Background: an optimization exercise with open tools, aiming at small area, a short achievable clock period and few clock cycles per item. Do not read the settings as production practice.

==> flow/design.v <==
`default_nettype none
package sm4TablesPkg;
  function automatic logic [1:0] gf4Mul(input logic [1:0] a, input logic [1:0] b);
    logic hh, ll, mm;
    hh = a[1] & b[1];
    ll = a[0] & b[0];
    mm = (a[1] ^ a[0]) & (b[1] ^ b[0]);
    gf4Mul = {mm ^ ll, hh ^ ll};
  endfunction
  function automatic logic [3:0] gf16Mul(input logic [3:0] a, input logic [3:0] b, input logic [1:0] nu);
    logic [1:0] hh, ll, mm;
    hh = gf4Mul(a[3:2], b[3:2]);
    ll = gf4Mul(a[1:0], b[1:0]);
    mm = gf4Mul(a[3:2] ^ a[1:0], b[3:2] ^ b[1:0]);
    gf16Mul = {mm ^ ll, gf4Mul(hh, nu) ^ ll};
  endfunction
  function automatic logic [3:0] gf16Inv3(input logic [3:0] a);
    case (a)
      4'd0: gf16Inv3 = 4'd0;
      4'd1: gf16Inv3 = 4'd1;
      4'd2: gf16Inv3 = 4'd3;
      4'd3: gf16Inv3 = 4'd2;
      4'd4: gf16Inv3 = 4'd10;
      4'd5: gf16Inv3 = 4'd8;
      4'd6: gf16Inv3 = 4'd14;
      4'd7: gf16Inv3 = 4'd13;
      4'd8: gf16Inv3 = 4'd5;
      4'd9: gf16Inv3 = 4'd11;
      4'd10: gf16Inv3 = 4'd4;
      4'd11: gf16Inv3 = 4'd9;
      4'd12: gf16Inv3 = 4'd15;
      4'd13: gf16Inv3 = 4'd7;
      4'd14: gf16Inv3 = 4'd6;
      4'd15: gf16Inv3 = 4'd12;
      default: gf16Inv3 = 4'd0;
    endcase
  endfunction
  function automatic logic [7:0] sbox(input logic [7:0] x);
    logic [7:0] t;
    logic [7:0] v;
    logic [3:0] ah, al, d, di;
    t[0] = x[1] ^ x[2] ^ x[4] ^ x[5] ^ 1'b1;
    t[1] = x[1] ^ x[4] ^ 1'b1;
    t[2] = x[5] ^ 1'b1;
    t[3] = x[0] ^ x[1] ^ x[2] ^ x[5] ^ x[6];
    t[4] = x[2] ^ x[3] ^ x[5] ^ x[7];
    t[5] = x[2] ^ x[6] ^ x[7];
    t[6] = x[2] ^ x[7] ^ 1'b1;
    t[7] = x[0] ^ x[1] ^ x[2] ^ x[3] ^ x[4] ^ x[5] ^ x[6] ^ 1'b1;
    ah = t[7:4];
    al = t[3:0];
    d  = gf16Mul(ah, ah, 2'd3) ;
    d  = gf16Mul(d, 4'd8, 2'd3) ^ gf16Mul(ah, al, 2'd3) ^ gf16Mul(al, al, 2'd3);
    di = gf16Inv3(d);
    v  = {gf16Mul(ah, di, 2'd3), gf16Mul(ah ^ al, di, 2'd3)};
    sbox[0] = v[0] ^ v[3] ^ 1'b1;
    sbox[1] = v[0] ^ v[2] ^ v[3] ^ v[4] ^ v[7] ^ 1'b1;
    sbox[2] = v[1] ^ v[4] ^ v[6] ^ v[7];
    sbox[3] = v[0] ^ v[2] ^ v[3] ^ v[6] ^ v[7];
    sbox[4] = v[1] ^ v[2] ^ v[3] ^ v[5] ^ v[6] ^ 1'b1;
    sbox[5] = v[1] ^ v[2] ^ v[3] ^ v[7];
    sbox[6] = v[0] ^ v[1] ^ v[3] ^ v[4] ^ v[5] ^ v[7] ^ 1'b1;
    sbox[7] = v[0] ^ v[1] ^ v[2] ^ v[4] ^ 1'b1;
  endfunction
  function automatic logic [31:0] ck(input logic [4:0] i);
    case (i)
      5'd0: ck = 32'h00070e15;
      5'd1: ck = 32'h1c232a31;
      5'd2: ck = 32'h383f464d;
      5'd3: ck = 32'h545b6269;
      5'd4: ck = 32'h70777e85;
      5'd5: ck = 32'h8c939aa1;
      5'd6: ck = 32'ha8afb6bd;
      5'd7: ck = 32'hc4cbd2d9;
      5'd8: ck = 32'he0e7eef5;
      5'd9: ck = 32'hfc030a11;
      5'd10: ck = 32'h181f262d;
      5'd11: ck = 32'h343b4249;
      5'd12: ck = 32'h50575e65;
      5'd13: ck = 32'h6c737a81;
      5'd14: ck = 32'h888f969d;
      5'd15: ck = 32'ha4abb2b9;
      5'd16: ck = 32'hc0c7ced5;
      5'd17: ck = 32'hdce3eaf1;
      5'd18: ck = 32'hf8ff060d;
      5'd19: ck = 32'h141b2229;
      5'd20: ck = 32'h30373e45;
      5'd21: ck = 32'h4c535a61;
      5'd22: ck = 32'h686f767d;
      5'd23: ck = 32'h848b9299;
      5'd24: ck = 32'ha0a7aeb5;
      5'd25: ck = 32'hbcc3cad1;
      5'd26: ck = 32'hd8dfe6ed;
      5'd27: ck = 32'hf4fb0209;
      5'd28: ck = 32'h10171e25;
      5'd29: ck = 32'h2c333a41;
      5'd30: ck = 32'h484f565d;
      5'd31: ck = 32'h646b7279;
      default: ck = 32'h0;
    endcase
  endfunction
  localparam logic [127:0] FK = {
    32'ha3b1bac6,
    32'h56aa3350,
    32'h677d9197,
    32'hb27022dc
  };
  function automatic logic [31:0] rotl(input logic [31:0] w, input int unsigned n);
    rotl = (w << n) | (w >> (32 - n));
  endfunction
  function automatic logic [31:0] tauSub(input logic [31:0] a);
    tauSub = {sbox(a[31:24]), sbox(a[23:16]), sbox(a[15:8]), sbox(a[7:0])};
  endfunction
  function automatic logic [31:0] dataT(input logic [31:0] x);
    logic [31:0] b;
    b = tauSub(x);
    dataT = b ^ rotl(b, 2) ^ rotl(b, 10) ^ rotl(b, 18) ^ rotl(b, 24);
  endfunction
  function automatic logic [31:0] keyT(input logic [31:0] x);
    logic [31:0] b;
    b = tauSub(x);
    keyT = b ^ rotl(b, 13) ^ rotl(b, 23);
  endfunction
endpackage
`default_nettype wire
`default_nettype none
package sm4CorePkg;
  localparam int WORD_W  = 32;
  localparam int BLOCK_W = 128;
  localparam int ROUNDS  = 32;
  localparam int ROUND_W = 5;
endpackage
`default_nettype wire
`default_nettype none
import sm4CorePkg::*;
module sm4Core (
  input  wire logic                             clk,
  input  wire logic                             rst_n,
  input  wire logic                             start,
  input  wire logic                             decrypt,
  input  wire logic [sm4CorePkg::BLOCK_W-1:0]   key,
  input  wire logic [sm4CorePkg::BLOCK_W-1:0]   textIn,
  output logic [sm4CorePkg::BLOCK_W-1:0]        textOut,
  output logic                                  done
);
  localparam logic [ROUND_W-1:0] CNT_LAST = ROUND_W'(ROUNDS - 1);
  logic               busy;
  logic               rounds;
  logic               decMode;
  logic               valid;
  logic [ROUND_W-1:0] cnt;
  logic [ROUND_W-1:0] cntNext;
  logic               accept;
  logic               hit;
  logic               lastRound;
  logic               toRounds;
  logic               keyBack;
  logic               saveEnd;
  logic [BLOCK_W-1:0] keyIn;
  logic [BLOCK_W-1:0] kw;
  logic [BLOCK_W-1:0] ko;
  assign keyIn     = key ^ sm4TablesPkg::FK;
  assign accept    = start && !busy;
  assign hit       = valid && (keyIn == kw);
  assign lastRound = busy && rounds && (cnt == '0);
  assign toRounds  = busy && !rounds && (!decMode || cnt == CNT_LAST);
  assign keyBack   = busy && decMode && rounds;
  always_comb
  begin
    if (accept)
      cntNext = hit ? (decrypt ? CNT_LAST : ROUND_W'(1)) : '0;
    else if (!busy || lastRound)
      cntNext = '0;
    else if (rounds ? decMode : (decMode && cnt == CNT_LAST))
      cntNext = rounds ? cnt - 1'b1 : cnt;
    else
      cntNext = cnt + 1'b1;
  end
  always_ff @(posedge clk or negedge rst_n)
  begin
    if (!rst_n)
    begin
      busy    <= 1'b0;
      rounds  <= 1'b0;
      decMode <= 1'b0;
      valid   <= 1'b0;
      cnt     <= '0;
      done    <= 1'b0;
    end
    else
    begin
      done <= lastRound;
      cnt  <= cntNext;
      if (accept)
      begin
        busy    <= 1'b1;
        rounds  <= hit;
        decMode <= decrypt;
      end
      else
      begin
        if (lastRound)
        begin
          busy  <= 1'b0;
          valid <= 1'b1;
        end
        if (toRounds)
          rounds <= 1'b1;
      end
    end
  end
  logic [WORD_W-1:0] ckReg;
  always_ff @(posedge clk)
    ckReg <= sm4TablesPkg::ck(cntNext);
  logic [WORD_W-1:0] k0, k1, k2, k3;
  logic [WORD_W-1:0] tk;
  logic [WORD_W-1:0] e0, e1, e2, e3;
  logic              stepFwd;
  logic              stepBack;
  logic              encEnd;
  assign {k0, k1, k2, k3} = kw;
  assign tk = sm4TablesPkg::keyT(k1 ^ k2 ^ (keyBack ? k0 : k3) ^ ckReg);
  assign encEnd   = lastRound && !decMode;
  assign stepFwd  = (accept && hit && !decrypt) || (busy && !keyBack && !encEnd);
  assign stepBack = busy && keyBack;
  always_comb
  begin
    if (accept && !hit)
      {e0, e1, e2, e3} = keyIn;
    else if ((accept && decrypt) || encEnd)
      {e0, e1, e2, e3} = ko;
    else if (stepFwd)
      {e0, e1, e2, e3} = {k1, k2, k3, k0};
    else if (stepBack)
      {e0, e1, e2, e3} = {k3, k0, k1, k2};
    else
      {e0, e1, e2, e3} = kw;
  end
  always_ff @(posedge clk)
    kw <= {(tk & {WORD_W{stepBack}}) ^ e0, e1, e2, (tk & {WORD_W{stepFwd}}) ^ e3};
  assign saveEnd = busy && (decMode ? (rounds && cnt == CNT_LAST)
                                    : (!rounds || cnt == '0));
  always_ff @(posedge clk)
  begin
    if ((accept && hit && !decrypt) || saveEnd)
      ko <= kw;
  end
  logic [WORD_W-1:0] x0, x1, x2, x3;
  logic [WORD_W-1:0] ty;
  logic              dataRound;
  assign dataRound = busy && rounds;
  assign ty = sm4TablesPkg::dataT(x1 ^ x2 ^ x3 ^ k3);
  always_ff @(posedge clk)
  begin
    if (accept)
      {x0, x1, x2} <= textIn[127:32];
    else if (dataRound)
      {x0, x1, x2} <= {x1, x2, x3};
  end
  always_ff @(posedge clk)
    x3 <= (ty & {WORD_W{dataRound}}) ^ (accept ? textIn[31:0] : (dataRound ? x0 : x3));
  assign textOut = {x3, x2, x1, x0};
endmodule
`default_nettype wire
Settings: LEC_CHECK=0, CAP_MARGIN=20, CORE_MARGIN=2, CORE_UTILIZATION=60, SETUP_SLACK_MARGIN=5, SLEW_MARGIN=20, TNS_END_PERCENT=0; clock period 11.0 ns.
standard.sh (not shown) runs the stock make flow with config.mk's settings and CLKGATE_MAP_FILE= SYNTH_SCRIPT=/design/flow/synth_recipe.tcl, a recipe that flattens the netlist after the stock synthesis.
==> flow/flow/run.sh <==
#!/bin/bash
# Own layout flow: the standard flow (standard.sh), with
#  - synthesis as standard.sh does it, except for the ABC mapping script
#    (flow/abc.script) used for the logic between the registers;
#  - the ORFS knobs in flow/knobs.txt added to the layout's make call.
# Registers, their names and cells are the standard synthesis's: the
# flip-flops are mapped before ABC runs and ABC does not touch them.
# Each tool's full output goes to a log file of its own in this folder.
set -euo pipefail
here=$(pwd)
fdir=$here/flow

# synthesis script: synth_recipe.tcl with ORFS's synth.tcl swapped for a copy
# whose abc call uses flow/abc.script.
sed "s#^  log_cmd abc {\*}\$abc_args#  set abc_args [lreplace \$abc_args 1 1 $fdir/abc.script]\n  log_cmd abc {*}\$abc_args#" \
  "$FLOW_HOME/scripts/synth.tcl" > "$here/own_synth.tcl"
grep -q "abc.script" "$here/own_synth.tcl"
sed "s#\$::env(SCRIPTS_DIR)/synth.tcl#$here/own_synth.tcl#" "$here/synth_recipe.tcl" > "$here/own_synth_recipe.tcl"
grep -q "own_synth.tcl" "$here/own_synth_recipe.tcl"

knobs=()
if [[ -f $fdir/knobs.txt ]]; then
  while IFS= read -r line; do
    [[ -n "$line" && "$line" != \#* ]] && knobs+=("$line")
  done < "$fdir/knobs.txt"
fi

bash standard.sh "SYNTH_SCRIPT=$here/own_synth_recipe.tcl" synth > "$here/synth.log" 2>&1
bash standard.sh "SYNTH_SCRIPT=$here/own_synth_recipe.tcl" "${knobs[@]}" finish > "$here/layout.log" 2>&1
test -f "$here/out/final.def"
==> flow/flow/abc.script <==
&get -n
&st
&dch
&nf
&st
&syn2
&if -g -K 6
&synch2
&nf
&st
&syn2
&if -g -K 6
&synch2
&nf
&st
&syn2
&if -g -K 6
&synch2
&nf
&st
&syn2
&if -g -K 6
&synch2
&nf
&st
&syn2
&if -g -K 6
&synch2
&nf
&put
buffer -c
topo
stime -c
upsize -c
dnsize -c
==> flow/flow/knobs.txt <==
BUFFER_PORTS_ARGS=-buffer_cell sky130_fd_sc_hd__buf_1
Change:
--- a/flow/design.v
+++ b/flow/design.v
@@ -39,28 +39,28 @@
     logic [7:0] t;
     logic [7:0] v;
     logic [3:0] ah, al, d, di;
-    t[0] = x[1] ^ x[2] ^ x[4] ^ x[5] ^ 1'b1;
-    t[1] = x[1] ^ x[4] ^ 1'b1;
-    t[2] = x[5] ^ 1'b1;
-    t[3] = x[0] ^ x[1] ^ x[2] ^ x[5] ^ x[6];
-    t[4] = x[2] ^ x[3] ^ x[5] ^ x[7];
-    t[5] = x[2] ^ x[6] ^ x[7];
+    t[0] = x[0] ^ x[2] ^ x[3] ^ x[5] ^ x[7] ^ 1'b1;
+    t[1] = x[1] ^ x[2] ^ x[5] ^ x[6] ^ x[7] ^ 1'b1;
+    t[2] = x[0] ^ x[1] ^ x[2] ^ x[3] ^ x[4] ^ x[6];
+    t[3] = x[2] ^ x[3] ^ x[4] ^ x[7];
+    t[4] = x[3] ^ x[5] ^ 1'b1;
+    t[5] = x[0] ^ x[1] ^ x[3] ^ x[4] ^ x[5] ^ x[7] ^ 1'b1;
     t[6] = x[2] ^ x[7] ^ 1'b1;
     t[7] = x[0] ^ x[1] ^ x[2] ^ x[3] ^ x[4] ^ x[5] ^ x[6] ^ 1'b1;
     ah = t[7:4];
     al = t[3:0];
     d  = gf16Mul(ah, ah, 2'd3) ;
-    d  = gf16Mul(d, 4'd8, 2'd3) ^ gf16Mul(ah, al, 2'd3) ^ gf16Mul(al, al, 2'd3);
+    d  = gf16Mul(d, 4'd11, 2'd3) ^ gf16Mul(ah, al, 2'd3) ^ gf16Mul(al, al, 2'd3);
     di = gf16Inv3(d);
     v  = {gf16Mul(ah, di, 2'd3), gf16Mul(ah ^ al, di, 2'd3)};
-    sbox[0] = v[0] ^ v[3] ^ 1'b1;
-    sbox[1] = v[0] ^ v[2] ^ v[3] ^ v[4] ^ v[7] ^ 1'b1;
-    sbox[2] = v[1] ^ v[4] ^ v[6] ^ v[7];
-    sbox[3] = v[0] ^ v[2] ^ v[3] ^ v[6] ^ v[7];
-    sbox[4] = v[1] ^ v[2] ^ v[3] ^ v[5] ^ v[6] ^ 1'b1;
-    sbox[5] = v[1] ^ v[2] ^ v[3] ^ v[7];
-    sbox[6] = v[0] ^ v[1] ^ v[3] ^ v[4] ^ v[5] ^ v[7] ^ 1'b1;
-    sbox[7] = v[0] ^ v[1] ^ v[2] ^ v[4] ^ 1'b1;
+    sbox[0] = v[0] ^ v[2] ^ v[3] ^ v[5] ^ v[6] ^ 1'b1;
+    sbox[1] = v[0] ^ v[3] ^ v[4] ^ v[5] ^ 1'b1;
+    sbox[2] = v[1] ^ v[3] ^ v[5] ^ v[6];
+    sbox[3] = v[0] ^ v[3] ^ v[5];
+    sbox[4] = v[1] ^ v[2] ^ v[4] ^ v[6] ^ 1'b1;
+    sbox[5] = v[1] ^ v[2] ^ v[4] ^ v[5];
+    sbox[6] = v[0] ^ v[1] ^ v[2] ^ v[5] ^ v[6] ^ v[7] ^ 1'b1;
+    sbox[7] = v[0] ^ v[1] ^ v[3] ^ v[7] ^ 1'b1;
   endfunction
   function automatic logic [31:0] ck(input logic [4:0] i);
     case (i)
Result: Register-to-register slack is worse by 230 ps; core utilization grows by 4.4 points; cell area increases by 8.1%; count of clock-buffer cells in the layout went up by 5; hold slack improves by 43 ps; non-clock buffer count increases by 176; area after synthesis went up by 1.8%; cell count grows by 2.4%; global-route usage came out higher by 0.75 points; via count came out higher by 2.6%; critical path depth climbs by 16; synthesized cell count decreases by 1.7%.
No functional check of the RTL was part of any run of this note.

static timing again, ports no longer ideal:
The results above use ideal ports. As a check the final layouts listed here were re-extracted and re-timed, cells and wires unchanged.
Step 1: set_driving_cell puts a clkbuf_16 on clk and a buf_2 on each other input, an assumption about the parent block.
Step 2 also shifts input and output timing later by t, the mid clock arrival at the registers, as if the neighbouring blocks saw the same clock.
a / b / c = ideal ports / drivers / drivers and shift; a / b = the first two.
| run | shift t [ns] | setup WS [ns] | worst setup path after step 2 | worst register clock-pin slew, ns |
|---|---|---|---|---|
| the first run | 0.675 | 4.004 / 4.039 / 3.364 | input to register | 0.07 / 0.07 |
| the second run | 0.700 | 4.001 / 4.001 / 3.662 | input to register | 0.07 / 0.07 |
After both steps setup and hold are still met in every run listed. The setup slack of the first run, which loses most, moves by +0.035 ns with the drivers and by -0.640 ns with both steps.
